This is an optimization exercise on Yosys and OpenROAD, whose aim is small area, a short achievable clock period and few clock cycles, not a production implementation. Where RTL was checked, it was by simulation tests only, not by an equivalence proof against the original. No activity file was given, so power comes from the tool's default toggle rates.

## 02-14
==> flow/design.v (excerpt) <==
module mem_unit (
  input  logic                   clk_in,
  input  logic                   rst_in,
  input  logic                   rdy_in,
  input  logic                   fetch_en,
  input  mem_pkg::addr_t         fetch_addr,
  output logic                   fetch_done,
  output mem_pkg::word_t         fetch_data,
  input  logic                   load_en,
  input  mem_pkg::addr_t         load_addr,
  input  mem_pkg::size_t         load_size,
  output logic                   load_done,
  output mem_pkg::word_t         load_data,
  input  logic                   store_en,
  input  mem_pkg::addr_t         store_addr,
  input  mem_pkg::size_t         store_size,
  input  mem_pkg::word_t         store_data,
  output logic                   store_done,
  input  logic                   flush_in,
  input  logic                   io_buffer_full,
  input  mem_pkg::byte_t         mem_din,
  output mem_pkg::byte_t         mem_dout,
  output mem_pkg::addr_t         mem_a,
  output logic                   mem_wr
);
Size: roughly 720 cells after synthesis, about 260 I/O pins.
export LEC_CHECK = 0
export CAP_MARGIN = 20
export CORE_MARGIN = 2
export CORE_UTILIZATION = 40
export SETUP_SLACK_MARGIN = 2.5
export SLEW_MARGIN = 20
create_clock -name core_clock -period 5.0 [get_ports {clk_in}]
standard.sh (not shown) runs the stock make flow with config.mk's settings and CLKGATE_MAP_FILE= SYNTH_SCRIPT=/design/flow/synth_recipe.tcl, a recipe that flattens the netlist after the stock synthesis.
==> flow/flow/run.sh <==
#!/bin/bash
# Standard layout, with the port buffers made of plain buf_1 cells
# (the default pick is the slower and larger clkdlybuf4s50_1); the
# resizer still sizes them up where timing or slew needs it.
set -euo pipefail
export BUFFER_PORTS_ARGS="-buffer_cell sky130_fd_sc_hd__buf_1"
bash standard.sh > flow_make.log 2>&1
## Diff of input files: 08-21 against 02-14
- changing SETUP_SLACK_MARGIN from 2.5 to 2.4
- Going from 02-14 to 08-21, the final critical path time including I/O delays and setup was found to have gone up by 120 ps.
- [diff] total non-filler cell area in the finished layout, 08-21 relative to 02-14: improvement
- Between 08-21 and 02-14, it is 08-21 whose layout overhead on the synthesized area is lower, by 3.0 points.
- Of the two values seen for biggest power consumer among the groups, registers was produced by 08-21 and the clock network by 02-14.
- 08-21: total of clock buffers placed in the layout lower than 02-14
- From 08-21 to 02-14, number of hold violations in the final report did not move at all.
No run of this note included a check of the RTL's function; only the layout flow was run.

========
mem_unit, a different RTL version from the one above (not shown whole).
For scale: ~680 cells after synthesis, ~120 flip-flops, ~260 I/O pins.
Settings: LEC_CHECK=0, CAP_MARGIN=20, CORE_MARGIN=2, CORE_UTILIZATION=40, SETUP_SLACK_MARGIN=2.5, SLEW_MARGIN=20; clock period 5.0 ns.
run.sh (not shown) runs the stock make flow with config.mk's settings and CLKGATE_MAP_FILE= SYNTH_SCRIPT=/design/flow/synth_recipe.tcl, a recipe that flattens the netlist after the stock synthesis.
Stock flow here: none of the scripts above is used.
The baseline ran to the end with no violations.
Edit:
ABC_CLOCK_PERIOD_IN_PS = 2500   (was not set)
SETUP_SLACK_MARGIN = 2.2   (was 2.5)
=> Via count went down by 4.8%; final cell count goes down by 3.3%; die area does not change; area after synthesis stays the same.
No functional check of the RTL was part of any run of this note.

========
run A:
mem_unit, a different RTL version from the one above (not shown whole).
Size: about 710 cells after synthesis, about 260 I/O pins, ~7100 um^2 of cells after synthesis.
export LEC_CHECK = 0
export CAP_MARGIN = 20
export CORE_MARGIN = 2
export CORE_UTILIZATION = 40
export SETUP_SLACK_MARGIN = 2.6
export SLEW_MARGIN = 20
create_clock -name core_clock -period 5.0 [get_ports {clk_in}]
standard.sh (not shown) runs the stock make flow with config.mk's settings and CLKGATE_MAP_FILE= SYNTH_SCRIPT=/design/flow/synth_recipe.tcl, a recipe that flattens the netlist after the stock synthesis.
Scripts as last shown in full above: flow/flow/run.sh
Inputs modified between run A and run B:
--- a/flow/config.mk
+++ b/flow/config.mk
@@ -10,3 +10,3 @@
 export CORE_UTILIZATION = 40
-export SETUP_SLACK_MARGIN = 2.6
+export SETUP_SLACK_MARGIN = 2.3
 export SLEW_MARGIN = 20
==> comparison <==
In run B relative to run A, first-pass GRT wire length had gone down by a few percent.
Run B vs run A — total power dropped slightly
Compared with run A, in run B worst endpoint data arrival time rose by 0.16 ns, final critical-path setup slack fell by 0.16 ns, switching share of total power fell by 1.2 points, part of the total power dissipated in combinational logic fell by 4.2 points.
> inputs changed (run B -> run C)
--- a/flow/config.mk
+++ b/flow/config.mk
@@ -10,3 +10,3 @@
 export CORE_UTILIZATION = 40
-export SETUP_SLACK_MARGIN = 2.3
+export SETUP_SLACK_MARGIN = 2.4
 export SLEW_MARGIN = 20
Notes after the runs:
- Run C has completed all stages; timing, DRC and antenna checks passed.
- The endpoint of the worst setup timing path comes out load_data[7] in one run and load_data[4] in the other, namely in run B and run C respectively.
- Relative to run B, clock network area share has gone up in run C.
- Against run B, minimum setup slack in the final design in run C came out better.
- The startpoint of the most critical setup path comes out mem_din[4] in one run and mem_din[7] in the other, namely in run C and run B respectively.
- There was hardly any difference in global-route wire length before repair between run C and run B.
- | fmax | run C vs run B | 2.6% higher |
- Comparing run C and run B, the higher non-clock buffer count was measured on run B.
- Against run B, run C comes in 10 lower on number of fillers in the final layout.
- As far as final instance area is concerned, run C and run B perform about the same.
- Run C against run B: total power went up 0.85%; final sum of negative setup slack ~0 delta; power per cell area moved up; via count went down 51.
No functional check of the RTL was part of any run of this note.

========
Setup of JK:
Another version of the RTL of mem_unit (not shown whole).
Size in the first run: about 700 cells after synthesis, about 260 I/O pins, roughly 7200 um2 of cells after synthesis.
Settings: LEC_CHECK=0, CAP_MARGIN=20, CORE_MARGIN=2, CORE_UTILIZATION=40, CTS_BUF_LIST=sky130_fd_sc_hd__clkbuf_8, CTS_CLUSTER_DIAMETER=100, CTS_CLUSTER_SIZE=30, SETUP_SLACK_MARGIN=2.6, SLEW_MARGIN=20; clock period 5.0 ns.
Scripts as last shown in full above: flow/flow/run.sh
Testbench counts of JK, summed over its fixed seeds: cycles 66,661.
Changes in MS relative to JK:
- a deleted CTS_CLUSTER_SIZE that had been 30
- a deleted CTS_BUF_LIST that had been sky130_fd_sc_hd__clkbuf_8
- a deleted CTS_CLUSTER_DIAMETER that had been 100
==> run summary <==
Re fraction of area in registers: MS is 0.24 points down on JK.
Across MS and JK, none had a timing, DRC or antenna violation.
Measured against each other, MS and JK differ in area share of buffers outside the clock network, the lower figure coming from MS.
Overall power consumption grows by more than 10% when moving from JK to MS.
Re number of clock buffer instances in the layout: no difference whatsoever between JK and MS.
Sort MS and JK by count of cell instances traversed by the critical path asc -> top: MS

========
== try-amber ==
The RTL this note starts from:
==> flow/design.v <==
`timescale 1ns/1ps
`default_nettype none
package mem_pkg;
  typedef logic [31:0] addr_t;
  typedef logic [31:0] word_t;
  typedef logic [7:0]  byte_t;
  typedef logic [1:0]  size_t;
  localparam logic [1:0] IO_SELECT = 2'b11;  
endpackage
`default_nettype wire
`timescale 1ns/1ps
`default_nettype none
module mem_unit (
  input  logic                   clk_in,
  input  logic                   rst_in,
  input  logic                   rdy_in,
  input  logic                   fetch_en,
  input  mem_pkg::addr_t         fetch_addr,
  output logic                   fetch_done,
  output mem_pkg::word_t         fetch_data,
  input  logic                   load_en,
  input  mem_pkg::addr_t         load_addr,
  input  mem_pkg::size_t         load_size,
  output logic                   load_done,
  output mem_pkg::word_t         load_data,
  input  logic                   store_en,
  input  mem_pkg::addr_t         store_addr,
  input  mem_pkg::size_t         store_size,
  input  mem_pkg::word_t         store_data,
  output logic                   store_done,
  input  logic                   flush_in,
  input  logic                   io_buffer_full,
  input  mem_pkg::byte_t         mem_din,
  output mem_pkg::byte_t         mem_dout,
  output mem_pkg::addr_t         mem_a,
  output logic                   mem_wr
);
  logic        f_out;       
  logic        s_val;       
  logic [15:0] sw;
  logic [2:0]  fc;
  logic        fdin;        
  logic        f_sub;       
  logic [31:0] ra;
  logic        d_busy;
  logic        d_run;       
  logic        own;         
  logic        own_w;       
  logic        d_wr;        
  logic        d_io;        
  logic [17:0] d_q;         
  logic [1:0]  d_idx;       
  logic [1:0]  d_last;      
  logic [31:0] sd;          
  logic [3:0]  wb;          
  logic        ldin;        
  logic        l_fin;       
  logic        ls1, ls2, ls4;  
  logic        d_req;
  logic [1:0]  req_size, req_last;
  logic [17:0] req_addr;
  logic        req_io;
  logic        d_go;        
  logic        d_end;       
  logic        l_start;     
  logic        f_new;       
  logic        c_out;       
  logic        f_go0;       
  logic        f_done0;     
  logic [2:0]  fc0;
  logic [15:0] sw0;
  logic        n_busy, n_run, n_wr, n_io, n_fout, n_own;
  logic        f_hold;      
  logic [2:0]  fc_h;
  logic [1:0]  n_idx, n_last;
  logic [2:0]  n_fc;
  assign d_req    = load_en || store_en;
  assign req_size = load_en ? load_size : store_size;
  assign req_last = req_size[1] ? 2'd3 : {1'b0, req_size[0]};
  assign req_addr = load_en ? load_addr[17:0] : store_addr[17:0];
  assign req_io   = (req_addr[17:16] == mem_pkg::IO_SELECT);
  assign d_go     = own && !(d_wr && d_io && io_buffer_full);
  assign d_end    = d_go && d_idx == d_last;
  assign c_out    = fetch_en || (f_out && !flush_in);
  assign f_go0    = !own && !fc[2] && (c_out || s_val);
  assign l_start  = own && !d_run && !d_wr;
  assign f_done0  = c_out && ((fc[2] && !l_start) || (f_go0 && fc == 3'd3));
  assign fc0      = f_done0 ? 3'd0 : fc + {2'd0, f_go0};
  assign sw0      = f_done0 ? sw + 16'd1 : sw;
  assign f_new    = fetch_en && !(s_val && fetch_addr[17:2] == sw);
  assign mem_a    = {14'd0, own ? d_q : {sw, fc[1:0]}};
  assign mem_dout = ({8{wb[0]}} & sd[7:0])   | ({8{wb[1]}} & sd[15:8]) |
                    ({8{wb[2]}} & sd[23:16]) | ({8{wb[3]}} & sd[31:24]);
  assign mem_wr   = rdy_in && own_w && !(d_io && io_buffer_full);
  assign fetch_data = {({8{f_sub}} & mem_din) | ra[31:24], ra[23:0]};
  assign load_data[7:0]   = ({8{ls1}} & mem_din) | ra[7:0];
  assign load_data[15:8]  = ({8{ls2}} & mem_din) | ra[15:8];
  assign load_data[23:16] = ra[23:16];
  assign load_data[31:24] = {8{ls4}} & mem_din;
  logic [1:0] f_lane, l_lane;
  assign f_lane = fc[1:0] - 2'd1;
  assign l_lane = d_idx - 2'd1;
  always_ff @(posedge clk_in)
  begin
    if (fdin)
      ra[8*f_lane +: 8] <= mem_din;
    if (ldin && !l_fin)
      ra[8*l_lane +: 8] <= mem_din;
    if (rdy_in && l_start)
    begin
      if (d_last == 2'd0)
        ra[7:0] <= 8'd0;
      if (!d_last[1])
        ra[23:8] <= 16'd0;
    end
    if (rdy_in && f_go0 && c_out && fc == 3'd3 && !f_new)
      ra[31:24] <= 8'd0;
    if (rdy_in && store_en)
      sd <= store_data;
  end
  always_comb
  begin
    n_busy = d_busy;
    n_run  = d_run;
    n_wr   = d_wr;
    n_io   = d_io;
    n_idx  = d_idx;
    n_last = d_last;
    n_fout = f_out;
    n_fc   = fc;
    if (!rdy_in)
    begin
      if (l_fin)
      begin
        n_busy = 1'b1;
        n_run  = 1'b1;
      end
    end
    else
    begin
      if (d_req)
      begin
        n_busy = 1'b1;
        n_run  = 1'b0;
        n_wr   = store_en;
        n_io   = req_io;
        n_idx  = 2'd0;
        n_last = req_last;
      end
      else if (own)
      begin
        n_run = 1'b1;
        if (d_end)
        begin
          n_busy = 1'b0;
          n_wr   = 1'b0;
        end
        else if (d_go)
          n_idx = d_idx + 2'd1;
      end
      n_fout = f_new || (c_out && !f_done0);
      n_fc   = (f_new || l_start) ? 3'd0 :
               (fetch_en && f_done0) ? 3'd4 : fc0;
    end
    fc_h   = fc + {2'd0, !own && !fc[2]};
    f_hold = (fetch_en || f_out) && fc_h != 3'd0 && !fc_h[2];
    if (!rdy_in)
      n_own = own || l_fin;
    else
      n_own = n_busy && (n_run || !f_hold);
  end
  always_ff @(posedge clk_in)
  begin
    if (rst_in)
    begin
      f_out      <= 1'b0;
      s_val      <= 1'b0;
      fc         <= 3'd0;
      fdin       <= 1'b0;
      f_sub      <= 1'b0;
      ldin       <= 1'b0;
      l_fin      <= 1'b0;
      ls1        <= 1'b0;
      ls2        <= 1'b0;
      ls4        <= 1'b0;
      d_busy     <= 1'b0;
      d_run      <= 1'b0;
      own        <= 1'b0;
      own_w      <= 1'b0;
      d_wr       <= 1'b0;
      fetch_done <= 1'b0;
      load_done  <= 1'b0;
      store_done <= 1'b0;
    end
    else
    begin
      d_busy <= n_busy;
      d_run  <= n_run;
      d_wr   <= n_wr;
      d_io   <= n_io;
      d_idx  <= n_idx;
      d_last <= n_last;
      f_out  <= n_fout;
      fc     <= n_fc;
      own    <= n_own;
      own_w  <= n_own && n_wr;
      wb     <= 4'b0001 << n_idx;
      if (!rdy_in)
      begin
        fdin  <= 1'b0;
        f_sub <= 1'b0;
        ldin  <= 1'b0;
        l_fin <= 1'b0;
        ls1   <= 1'b0;
        ls2   <= 1'b0;
        ls4   <= 1'b0;
        if (l_fin)
          load_done <= 1'b0;
      end
      else
      begin
        if (d_req)
          d_q <= req_addr;
        else if (d_go && !d_end)
          d_q <= d_q + 18'd1;
        ldin      <= d_go && !d_wr;
        l_fin     <= d_end && !d_wr;
        ls1       <= d_end && !d_wr && d_last == 2'd0;
        ls2       <= d_end && !d_wr && d_last == 2'd1;
        ls4       <= d_end && !d_wr && d_last[1];
        load_done <= d_end && !d_wr;
        store_done <= (n_own && n_wr && !n_io && n_idx == n_last) ||
                      (d_end && d_wr && d_io);
        fdin       <= f_go0 && !f_new;
        f_sub      <= f_go0 && c_out && fc == 3'd3 && !f_new;
        fetch_done <= f_done0 && !f_new;
        sw         <= fetch_en ? fetch_addr[17:2] : sw0;
        if (fetch_en)
          s_val <= 1'b1;
      end
    end
  end
endmodule
`default_nettype wire
Settings: LEC_CHECK=0, CAP_MARGIN=20, CORE_MARGIN=2, CORE_UTILIZATION=50, CTS_BUF_LIST=sky130_fd_sc_hd__clkbuf_4 sky130_fd_sc_hd__clkbuf_8, CTS_CLUSTER_DIAMETER=150, CTS_CLUSTER_SIZE=40, SETUP_SLACK_MARGIN=2.5, SLEW_MARGIN=20; clock period 5.0 ns.
Scripts as last shown in full above: flow/flow/run.sh
Testbench counts of try-amber, summed over its fixed seeds: cycles 65,049.
Inputs modified between try-amber and try-yarrow:
- CORE_UTILIZATION changed from 50 to 40
## What came out
- try-yarrow vs try-amber — global placer's final weighted congestion rose about 3%.
- try-yarrow vs. try-amber: multi-input logic area barely changed, setup slack moved up, total power draw went down about 2%.
- Looking at try-amber and try-yarrow, the number of search-and-repair iterations in the first detailed-routing pass is a wash.
- In try-yarrow, the global-route usage came out 4.3 points below the value in try-amber.
- Compared with try-amber, try-yarrow improves achievable clock frequency.
- Comparing try-yarrow with try-amber, the sequential share of layout area came out essentially unchanged.
- Comparing try-amber with try-yarrow, the register bit count reported by yosys came out essentially unchanged.
Relative to try-yarrow, the following input files were edited for try-onyx:
- a deleted CTS_BUF_LIST that had been sky130_fd_sc_hd__clkbuf_4 sky130_fd_sc_hd__clkbuf_8
- a deleted CTS_CLUSTER_SIZE that had been 40
- a deleted CTS_CLUSTER_DIAMETER that had been 150
## What came out
For the worst-case reg-to-reg path depth, try-onyx came in 3 lower than try-yarrow did. Comparing try-yarrow against try-onyx, there is no change at all in initial cell density of the core. try-onyx — maximum vdd drop about 60% higher, try-yarrow as reference. try-onyx against try-yarrow: power density over the cells grew by 11%; first-iteration DRC count now sits lower; final clock period utilization by the worst path flat. Going from try-yarrow to try-onyx, number of search-and-repair iterations in the first detailed-routing pass has decreased; routed wire length per instance has remained practically unchanged; clock group share of total power has increased.
Changes in try-indigo relative to try-onyx:
- setting CTS_CLUSTER_SIZE to 40 for the first time
- setting PLACE_DENSITY to 0.8 for the first time
- setting CTS_CLUSTER_DIAMETER to 150 for the first time
- setting CTS_BUF_LIST to sky130_fd_sc_hd__clkbuf_4 sky130_fd_sc_hd__clkbuf_8 for the first time
==> run summary <==
- Delta (try-indigo minus try-onyx): total power went down 4.2%, largest net degree at the start of global routing climbed 2, count of non-CTS buffers in the layout went up, routed length per instance shows an increase of 6.8%, total area of sequential cells held steady.
- Setup slack: try-indigo less than try-onyx
- When try-indigo is set beside try-onyx, its critical path's largest stage delay turns out to be 30 ps smaller.
- try-indigo can be clocked slower than try-onyx.

-- separate check: timing with driven ports --
The results above use ideal ports. As a check the final layouts listed here were re-extracted and re-timed, cells and wires unchanged.
Step 1 (the two cells are an assumption about what drives the block):
set clk [get_ports {clk_in}]
set_driving_cell -lib_cell sky130_fd_sc_hd__clkbuf_16 $clk
set_driving_cell -lib_cell sky130_fd_sc_hd__buf_2 [delete_from_list [all_inputs] $clk]
Step 2 adds t to the input delays and takes it off the output delays; t is the mean of the earliest and latest rising clock arrival at the registers after step 1. Input paths then give back, and output paths get back, about the clock's delay inside the block.
Slacks: ideal ports / drivers / drivers and shift; pairs: ideal ports / drivers.
run | t (ns) | setup slack, ns | slew at the worst register clock pin (ns) | worst data-port slew with drivers (ns)
02-14 | 0.457 | 2.443 / 2.451 / 1.994 | 0.06 / 0.06 | 0.05
08-21 | 0.462 | 2.327 / 2.317 / 1.855 | 0.06 / 0.06 | 0.07
the first run of note 2 | 0.466 | 2.030 / 1.969 / 1.603 | 0.07 / 0.07 | 0.08
the second run of note 2 | 0.449 | 1.980 / 1.916 / 1.626 | 0.06 / 0.06 | 0.09
run A | 0.450 | 2.492 / 2.432 / 2.025 | 0.06 / 0.06 | 0.08
run B | 0.450 | 2.331 / 2.305 / 2.153 | 0.06 / 0.06 | 0.05
run C | 0.453 | 2.398 / 2.371 / 2.233 | 0.06 / 0.06 | 0.05
JK | 0.476 | 2.461 / 2.405 / 2.259 | 0.09 / 0.09 | 0.09
MS | 0.446 | 2.486 / 2.432 / 2.259 | 0.06 / 0.06 | 0.08
try-amber | 0.487 | 2.530 / 2.499 / 2.128 | 0.09 / 0.09 | 0.05
try-yarrow | 0.465 | 2.538 / 2.517 / 2.145 | 0.08 / 0.08 | 0.05
try-onyx | 0.453 | 2.542 / 2.518 / 2.150 | 0.06 / 0.06 | 0.05
try-indigo | 0.479 | 2.472 / 2.434 / 2.182 | 0.09 / 0.09 | 0.06
After both steps setup and hold are still met in every run listed. For 08-21, which loses most, drivers alone change the setup slack by -0.010 ns; drivers and shift together by -0.472 ns.
